Background: an optimization exercise with open tools, aiming at small area, a short achievable clock period and few clock cycles per item. Do not read the settings as production practice.
Where RTL was checked, it was by simulation tests only, not by an equivalence proof against the original.

==> inputs of run a <==
==> flow/design.v (excerpt) <==
module teleop_drive_and_gimbal_command_unit
(
    input  logic        i_clk,
    input  logic        i_rst_n,
    input  logic [39:0] s_axis_tdata,
    input  logic        s_axis_tvalid,
    output logic        s_axis_tready,
    output logic [87:0] m_axis_tdata,
    output logic        m_axis_tvalid,
    input  logic        m_axis_tready,
    input  logic        i_cfg_we,
    input  logic [2:0]  i_cfg_idx,
    input  logic [19:0] i_cfg_data
);
clock: 8.0 ns
lec_check: 0
abc_area: 1
cap_margin: 20
core_margin: 2
core_utilization: 55
place_density: 0.72
setup_slack_margin: 3.0
slew_margin: 20
run.sh (not shown) runs the stock make flow with config.mk's settings and CLKGATE_MAP_FILE= SYNTH_SCRIPT=/design/flow/synth_recipe.tcl, a recipe that flattens the netlist after the stock synthesis.
==> run b: changes against run a <==
--- a/flow/design.v
+++ b/flow/design.v
@@ -203,79 +203,95 @@
     logic [7:0]  r_mag1;
     logic [8:0]  r_m1_1;
     logic [10:0] r_m3_1;
     logic [15:0] r_x2;
     logic [15:0] r_x3;
     logic [21:0] r_w3;
     logic [29:0] r_pa4_s;
     logic [29:0] r_pa4_c;
-    logic [1:0]  r_c4;
+    logic [7:0]  r_wl4;
+    logic [2:0]  r_c4;
     logic [15:0] w_x;
     logic [29:0] w_pa_s;
     logic [29:0] w_pa_c;
-    logic [29:0] w_prow [11];
-    logic [29:0] w_csa1 [8];
-    logic [29:0] w_csa2 [6];
-    logic [29:0] w_csa3 [4];
-    logic [29:0] w_csa4 [3];
+    logic [29:0] w_prow [9];
+    logic [29:0] w_csa1 [6];
+    logic [29:0] w_csa2 [4];
+    logic [29:0] w_csa3 [3];
     logic [21:0] w_w;
     logic [15:0] w_xrow [4];
+    logic [21:0] w_wrow [4];
+    logic [8:0]  w_modx;
+    logic [2:0]  w_bd [4];
+    logic [3:0]  w_neg;
+    logic [16:0] w_bm [4];
     logic [8:0]  w_wd;
-    logic [1:0]  w_wc;
+    logic [2:0]  w_wc;
     logic [29:0] w_sum;
     logic [27:0] w_duty;
     always_comb begin
         for (int i = 0; i < 4; i++) begin
             case (r_mag1[2*i +: 2])
                 2'd0:    w_xrow[i] = '0;
                 2'd1:    w_xrow[i] = {7'd0, r_m1_1} << (2 * i);
                 2'd2:    w_xrow[i] = {6'd0, r_m1_1, 1'b0} << (2 * i);
                 default: w_xrow[i] = {5'd0, r_m3_1} << (2 * i);
             endcase
         end
     end
     assign w_x     = w_xrow[0] + w_xrow[1] + w_xrow[2] + w_xrow[3];
+    assign w_modx = {1'b0, w_fs_mod, 1'b0};
+    always_comb begin
+        for (int j = 0; j < 4; j++) begin
+            w_bd[j]  = w_modx[2*j +: 3];
+            w_neg[j] = w_bd[j][2] & ~(w_bd[j][1] & w_bd[j][0]);
+            case (w_bd[j])
+                3'b001, 3'b010: w_bm[j] = {1'b0, r_x2};            
+                3'b011:         w_bm[j] = {r_x2, 1'b0};            
+                3'b100:         w_bm[j] = ~{r_x2, 1'b0};           
+                3'b101, 3'b110: w_bm[j] = ~{1'b0, r_x2};           
+                default:        w_bm[j] = '0;
+            endcase
+        end
+        w_wrow[0] = {{5{w_neg[0]}}, w_bm[0]};
+        w_wrow[1] = {{3{w_neg[1]}}, w_bm[1], 1'b0, w_neg[0]};
+        w_wrow[2] = {w_neg[2], w_bm[2], 1'b0, w_neg[1], 2'b00};
+        w_wrow[3] = {w_bm[3][15:0], 1'b0, w_neg[2], 4'b0000};
+    end
     function automatic logic [59:0] f_csa(input logic [29:0] a, input logic [29:0] b,
                                           input logic [29:0] c);
         f_csa = {a ^ b ^ c, ((a & b) | (a & c) | (b & c)) << 1};
     endfunction
     always_comb begin
         for (int i = 0; i < 8; i++) begin
             case (r_x3[2*i +: 2])
                 2'd0:    w_prow[i] = '0;
                 2'd1:    w_prow[i] = {16'd0, w_fs_div} << (2 * i);
                 2'd2:    w_prow[i] = {15'd0, w_fs_div, 1'b0} << (2 * i);
                 default: w_prow[i] = {14'd0, w_fs_div3} << (2 * i);
             endcase
         end
         w_prow[8]  = {15'd0, r_w3[21], r_w3[20:14], r_w3[20:14]};
-        w_prow[9]  = {23'd0, r_w3[13:7]};
-        w_prow[10] = {22'd0, r_w3[21], 6'd0, r_w3[21]};
         {w_csa1[0], w_csa1[1]} = f_csa(w_prow[0], w_prow[1], w_prow[2]);
         {w_csa1[2], w_csa1[3]} = f_csa(w_prow[3], w_prow[4], w_prow[5]);
         {w_csa1[4], w_csa1[5]} = f_csa(w_prow[6], w_prow[7], w_prow[8]);
-        w_csa1[6] = w_prow[9];
-        w_csa1[7] = w_prow[10];
         {w_csa2[0], w_csa2[1]} = f_csa(w_csa1[0], w_csa1[1], w_csa1[2]);
         {w_csa2[2], w_csa2[3]} = f_csa(w_csa1[3], w_csa1[4], w_csa1[5]);
-        w_csa2[4] = w_csa1[6];
-        w_csa2[5] = w_csa1[7];
         {w_csa3[0], w_csa3[1]} = f_csa(w_csa2[0], w_csa2[1], w_csa2[2]);
-        {w_csa3[2], w_csa3[3]} = f_csa(w_csa2[3], w_csa2[4], w_csa2[5]);
-        {w_csa4[0], w_csa4[1]} = f_csa(w_csa3[0], w_csa3[1], w_csa3[2]);
-        w_csa4[2] = w_csa3[3];
-        {w_pa_s, w_pa_c} = f_csa(w_csa4[0], w_csa4[1], w_csa4[2]);
+        w_csa3[2] = w_csa2[3];
+        {w_pa_s, w_pa_c} = f_csa(w_csa3[0], w_csa3[1], w_csa3[2]);
     end
-    assign w_w     = {6'd0, r_x2} * {15'd0, w_fs_mod};
+    assign w_w     = w_wrow[0] + w_wrow[1] + w_wrow[2] + w_wrow[3];
     assign w_wd    = {2'b00, r_w3[6:0]} + {2'b00, r_w3[13:7]} + {2'b00, r_w3[20:14]} +
                      {8'd0, r_w3[21]};
-    assign w_wc    = (w_wd >= 9'd381) ? 2'd3 : (w_wd >= 9'd254) ? 2'd2 :
-                     (w_wd >= 9'd127) ? 2'd1 : 2'd0;
-    assign w_sum   = r_pa4_s + r_pa4_c + {28'd0, r_c4};
+    assign w_wc    = {2'b00, r_w3[21]} +
+                     ((w_wd >= 9'd381) ? 3'd3 : (w_wd >= 9'd254) ? 3'd2 :
+                      (w_wd >= 9'd127) ? 3'd1 : 3'd0);
+    assign w_sum   = r_pa4_s + r_pa4_c + {22'd0, r_wl4} + {27'd0, r_c4};
     assign w_duty  = (|w_sum[29:28]) ? 28'hFFFFFFF : w_sum[27:0];
     always_ff @(posedge i_clk) begin
         if (!i_rst_n) begin
             r_v1        <= 1'b0;
             r_v2        <= 1'b0;
             r_v3        <= 1'b0;
             r_v4        <= 1'b0;
             r_out_valid <= 1'b0;
@@ -298,16 +314,17 @@
             r_tilt2 <= r_tilt1;
             r_x3    <= r_x2;
             r_w3    <= w_w;
             r_fwd3  <= r_fwd2;
             r_pan3  <= r_pan2;
             r_tilt3 <= r_tilt2;
             r_pa4_s <= w_pa_s;
             r_pa4_c <= w_pa_c;
+            r_wl4   <= {r_w3[21], r_w3[13:7]};
             r_c4    <= w_wc;
             r_fwd4  <= r_fwd3;
             r_pan4  <= r_pan3;
             r_tilt4 <= r_tilt3;
         end
     end
     logic [17:0] r_pan_pos;
     logic [17:0] r_tilt_pos;
SETUP_SLACK_MARGIN = 4.0   (was 3.0)
==> run c: changes against run a <==
--- a/flow/design.v
+++ b/flow/design.v
@@ -91,33 +91,29 @@
     input  logic [7:0]  i_rate8,      
     output logic [17:0] o_pos,
     output logic [7:0]  o_rate8,      
     output logic        o_hit,
     output logic        o_fault
 );
     logic        w_above;
     logic        w_below;
-    logic [9:0]  w_lo;
-    logic [6:0]  w_hi_up;
-    logic [6:0]  w_hi_dn;
-    logic [6:0]  w_hi;
+    logic [18:0] w_sum;
     logic [7:0]  w_abs;
     assign w_above = ~i_pos[17] & (i_pos[16:0] > {1'b0, i_lim_p});
     assign w_below = i_pos[17] & (~i_pos[16:0] >= {1'b0, i_lim_n});
     assign o_hit   = (w_above & ~i_g[7] & (|i_g[6:0])) | (w_below & i_g[7]);
-    assign w_lo    = {2'b00, i_pos[10:3]} + {{2{i_g[7]}}, i_g};
-    assign w_hi_up = i_pos[17:11] + 7'd1;
-    assign w_hi_dn = i_pos[17:11] - 7'd1;
-    assign w_hi    = w_lo[9] ? w_hi_dn : (w_lo[8] ? w_hi_up : i_pos[17:11]);
+    assign w_sum = {i_pos[17], i_pos} + {{8{i_g[7]}}, i_g, 3'b000};
     always_comb begin
         if (o_hit) begin
             o_pos = i_pos;
+        end else if (w_sum[18] != w_sum[17]) begin
+            o_pos = w_sum[18] ? 18'h20000 : 18'h1FFFF;
         end else begin
-            o_pos = {w_hi, w_lo[7:0], i_pos[2:0]};
+            o_pos = w_sum[17:0];
         end
     end
     assign w_abs   = i_g[7] ? 8'(8'd0 - i_g) : i_g;
     assign o_fault = ~o_hit & (w_abs > i_rate8);
     assign o_rate8 = (o_hit | o_fault) ? 8'd0 : w_abs;
 endmodule
 module teleop_drive_and_gimbal_command_unit
 (
@@ -170,112 +166,74 @@
     assign s_axis_tready = w_adv & ~w_cfg_busy;
     assign w_accept      = s_axis_tvalid & s_axis_tready;
     logic signed [7:0] w_turn;
     logic [7:0]        w_thr;
     logic              w_spin_r;
     logic              w_spin_l;
     logic [7:0]        w_mag;
     logic [1:0]        w_fwd;
-    logic [8:0]        w_m1;
-    logic [10:0]       w_m3;
-    logic [45:0]       w_dec;
+    logic [33:0]       w_dec;
     assign w_turn   = $signed(s_axis_tdata[7:0]);
     assign w_thr    = {1'b0, w_spin_thr};
     assign w_spin_r = w_turn > $signed(w_thr);
     assign w_spin_l = w_turn < $signed(8'd0 - w_thr);
     always_comb begin
         if (w_spin_r) begin
             w_fwd = 2'b10;
             w_mag = tdgc_pkg::SPIN_SPEED;
         end else if (w_spin_l) begin
             w_fwd = 2'b01;
             w_mag = tdgc_pkg::SPIN_SPEED;
         end else begin
             w_fwd = {2{~s_axis_tdata[15]}};
             w_mag = s_axis_tdata[15] ? 8'(8'd0 - s_axis_tdata[15:8]) : s_axis_tdata[15:8];
         end
     end
-    assign w_m1  = {1'b0, s_axis_tdata[39:32]} + 9'd1;
-    assign w_m3  = {2'b00, s_axis_tdata[39:32], 1'b0} + {3'b000, s_axis_tdata[39:32]} + 11'd3;
-    assign w_dec = {w_fwd, w_mag, w_m1, w_m3, s_axis_tdata[23:16], s_axis_tdata[31:24]};
+    assign w_dec = {w_fwd, w_mag, s_axis_tdata[39:32], s_axis_tdata[23:16], s_axis_tdata[31:24]};
     logic [1:0]  r_fwd1, r_fwd2, r_fwd3, r_fwd4;
     logic [7:0]  r_pan1, r_pan2, r_pan3, r_pan4;
     logic [7:0]  r_tilt1, r_tilt2, r_tilt3, r_tilt4;
     logic [7:0]  r_mag1;
-    logic [8:0]  r_m1_1;
-    logic [10:0] r_m3_1;
+    logic [7:0]  r_mode1;
     logic [15:0] r_x2;
-    logic [15:0] r_x3;
+    logic [28:0] r_pa3;
     logic [21:0] r_w3;
-    logic [29:0] r_pa4_s;
-    logic [29:0] r_pa4_c;
+    logic [28:0] r_pa4;
+    logic [14:0] r_wh4;
+    logic [8:0]  r_sh4;
     logic [1:0]  r_c4;
     logic [15:0] w_x;
-    logic [29:0] w_pa_s;
-    logic [29:0] w_pa_c;
-    logic [29:0] w_prow [11];
-    logic [29:0] w_csa1 [8];
-    logic [29:0] w_csa2 [6];
-    logic [29:0] w_csa3 [4];
-    logic [29:0] w_csa4 [3];
+    logic [28:0] w_pa;
+    logic [15:0] w_pdig [8];
     logic [21:0] w_w;
-    logic [15:0] w_xrow [4];
-    logic [8:0]  w_wd;
+    logic [15:0] w_ws;
+    logic [9:0]  w_wt;
     logic [1:0]  w_wc;
     logic [29:0] w_sum;
     logic [27:0] w_duty;
+    assign w_x     = 16'({8'd0, r_mode1} * {8'd0, r_mag1}) + {8'd0, r_mag1};
     always_comb begin
-        for (int i = 0; i < 4; i++) begin
-            case (r_mag1[2*i +: 2])
-                2'd0:    w_xrow[i] = '0;
-                2'd1:    w_xrow[i] = {7'd0, r_m1_1} << (2 * i);
-                2'd2:    w_xrow[i] = {6'd0, r_m1_1, 1'b0} << (2 * i);
-                default: w_xrow[i] = {5'd0, r_m3_1} << (2 * i);
-            endcase
-        end
-    end
-    assign w_x     = w_xrow[0] + w_xrow[1] + w_xrow[2] + w_xrow[3];
-    function automatic logic [59:0] f_csa(input logic [29:0] a, input logic [29:0] b,
-                                          input logic [29:0] c);
-        f_csa = {a ^ b ^ c, ((a & b) | (a & c) | (b & c)) << 1};
-    endfunction
-    always_comb begin
+        w_pa = '0;
         for (int i = 0; i < 8; i++) begin
-            case (r_x3[2*i +: 2])
-                2'd0:    w_prow[i] = '0;
-                2'd1:    w_prow[i] = {16'd0, w_fs_div} << (2 * i);
-                2'd2:    w_prow[i] = {15'd0, w_fs_div, 1'b0} << (2 * i);
-                default: w_prow[i] = {14'd0, w_fs_div3} << (2 * i);
+            case (r_x2[2*i +: 2])
+                2'd0:    w_pdig[i] = 16'd0;
+                2'd1:    w_pdig[i] = {2'b00, w_fs_div};
+                2'd2:    w_pdig[i] = {1'b0, w_fs_div, 1'b0};
+                default: w_pdig[i] = w_fs_div3;
             endcase
+            w_pa = w_pa + ({13'd0, w_pdig[i]} << (2 * i));
         end
-        w_prow[8]  = {15'd0, r_w3[21], r_w3[20:14], r_w3[20:14]};
-        w_prow[9]  = {23'd0, r_w3[13:7]};
-        w_prow[10] = {22'd0, r_w3[21], 6'd0, r_w3[21]};
-        {w_csa1[0], w_csa1[1]} = f_csa(w_prow[0], w_prow[1], w_prow[2]);
-        {w_csa1[2], w_csa1[3]} = f_csa(w_prow[3], w_prow[4], w_prow[5]);
-        {w_csa1[4], w_csa1[5]} = f_csa(w_prow[6], w_prow[7], w_prow[8]);
-        w_csa1[6] = w_prow[9];
-        w_csa1[7] = w_prow[10];
-        {w_csa2[0], w_csa2[1]} = f_csa(w_csa1[0], w_csa1[1], w_csa1[2]);
-        {w_csa2[2], w_csa2[3]} = f_csa(w_csa1[3], w_csa1[4], w_csa1[5]);
-        w_csa2[4] = w_csa1[6];
-        w_csa2[5] = w_csa1[7];
-        {w_csa3[0], w_csa3[1]} = f_csa(w_csa2[0], w_csa2[1], w_csa2[2]);
-        {w_csa3[2], w_csa3[3]} = f_csa(w_csa2[3], w_csa2[4], w_csa2[5]);
-        {w_csa4[0], w_csa4[1]} = f_csa(w_csa3[0], w_csa3[1], w_csa3[2]);
-        w_csa4[2] = w_csa3[3];
-        {w_pa_s, w_pa_c} = f_csa(w_csa4[0], w_csa4[1], w_csa4[2]);
     end
     assign w_w     = {6'd0, r_x2} * {15'd0, w_fs_mod};
-    assign w_wd    = {2'b00, r_w3[6:0]} + {2'b00, r_w3[13:7]} + {2'b00, r_w3[20:14]} +
-                     {8'd0, r_w3[21]};
-    assign w_wc    = (w_wd >= 9'd381) ? 2'd3 : (w_wd >= 9'd254) ? 2'd2 :
-                     (w_wd >= 9'd127) ? 2'd1 : 2'd0;
-    assign w_sum   = r_pa4_s + r_pa4_c + {28'd0, r_c4};
+    assign w_ws    = {1'b0, r_w3[21:7]} + {9'd0, r_w3[6:0]};
+    assign w_wt    = {1'b0, w_ws[15:7]} + {3'd0, w_ws[6:0]};
+    assign w_wc    = (w_wt >= 10'd381) ? 2'd3 : (w_wt >= 10'd254) ? 2'd2 :
+                     (w_wt >= 10'd127) ? 2'd1 : 2'd0;
+    assign w_sum   = {1'b0, r_pa4} + {15'd0, r_wh4} + {21'd0, r_sh4} + {28'd0, r_c4};
     assign w_duty  = (|w_sum[29:28]) ? 28'hFFFFFFF : w_sum[27:0];
     always_ff @(posedge i_clk) begin
         if (!i_rst_n) begin
             r_v1        <= 1'b0;
             r_v2        <= 1'b0;
             r_v3        <= 1'b0;
             r_v4        <= 1'b0;
             r_out_valid <= 1'b0;
@@ -286,28 +244,29 @@
                 r_v3        <= r_v2;
                 r_v4        <= r_v3;
                 r_out_valid <= r_v4;
             end
         end
     end
     always_ff @(posedge i_clk) begin
         if (w_adv) begin
-            {r_fwd1, r_mag1, r_m1_1, r_m3_1, r_pan1, r_tilt1} <= w_dec;
+            {r_fwd1, r_mag1, r_mode1, r_pan1, r_tilt1} <= w_dec;
             r_x2    <= w_x;
             r_fwd2  <= r_fwd1;
             r_pan2  <= r_pan1;
             r_tilt2 <= r_tilt1;
-            r_x3    <= r_x2;
+            r_pa3   <= w_pa;
             r_w3    <= w_w;
             r_fwd3  <= r_fwd2;
             r_pan3  <= r_pan2;
             r_tilt3 <= r_tilt2;
-            r_pa4_s <= w_pa_s;
-            r_pa4_c <= w_pa_c;
+            r_pa4   <= r_pa3;
+            r_wh4   <= r_w3[21:7];
+            r_sh4   <= w_ws[15:7];
             r_c4    <= w_wc;
             r_fwd4  <= r_fwd3;
             r_pan4  <= r_pan3;
             r_tilt4 <= r_tilt3;
         end
     end
     logic [17:0] r_pan_pos;
     logic [17:0] r_tilt_pos;
ABC_AREA = default   (was 1)
CORE_UTILIZATION = 40   (was 55)
PLACE_DENSITY = 0.6   (was 0.72)
SETUP_SLACK_MARGIN = 4.0   (was 3.0)
==> impl_metrics.json <==
{
  "area_growth_pct": 17.0,
  "skew_ns": 0.0385,
  "nNonClkInverters": 641,
  "seq_cells": 435,
  "multi_input_gates": 2682,
  "status": "timing/DRC/antenna clean",
  "largestRegisters": "r_pa4_s: 30 flops, r_o_duty: 28 flops, r_pa4_c: 28 flops",
  "via_count": 28500,
  "final_common_cell": "nand2_1",
  "met3_usage_pct": 4.59
}
the above is filed under run b

==> impl_metrics.json <==
{
  "multi_input_gates": 2431,
  "via_count": 25400,
  "area_growth_pct": 20.6,
  "final_common_cell": "nand2_1",
  "skew_ns": 0.0378,
  "status": "timing/DRC/antenna clean",
  "met3_usage_pct": 2.48
}
the above is filed under run c

==> impl_metrics.json <==
{
  "largestRegisters": "r_pa4_s: 30 flops, r_o_duty: 28 flops, r_pa4_c: 28 flops",
  "met3_usage_pct": 4.66,
  "cpMaxStageDelayCell": "dfxtp_1",
  "wl_met1_um": 36200,
  "routed.top_layer": "met5",
  "area_growth_pct": 10.6,
  "skew_ns": 0.0137,
  "multi_input_gates": 2537,
  "cts_tree": "done",
  "via_count": 26500,
  "diodes": 0,
  "grt_busiest_layer": "met2",
  "seq_cells": 426,
  "status": "timing/DRC/antenna clean"
}
the above is filed under run a

Testbench counts of run c, summed over its fixed seeds: cycles 2,440, items 2,400.
No functional check of the RTL was part of run a and run b.

-- what the ideal ports hide --
No port has a modelled driver above. Below, the same layouts with a new extraction and two added sets of constraints.
Step 1, drivers: a clkbuf_16 drives i_clk and a buf_2 each remaining input, both assumed.
Step 2 adds t to the input delays and takes it off the output delays; t is the mean of the earliest and latest rising clock arrival at the registers after step 1. Input paths then give back, and output paths get back, about the clock's delay inside the block.
a / b / c = ideal ports / drivers / drivers and shift; a / b = the first two.
run | t (ns) | setup WS [ns] | worst setup path at the end | latest minus earliest clock arrival (ns) | worst register clock-pin slew, ns
run a | 0.666 | 3.245 / 3.245 / 3.245 | register to register | 0.016 / 0.016 | 0.07 / 0.07
run b | 0.681 | 3.502 / 3.502 / 3.502 | register to register | 0.039 / 0.039 | 0.07 / 0.07
run c | 0.661 | 2.850 / 2.850 / 2.850 | register to register | 0.037 / 0.037 | 0.07 / 0.07
After both steps setup and hold are still met in every run listed.
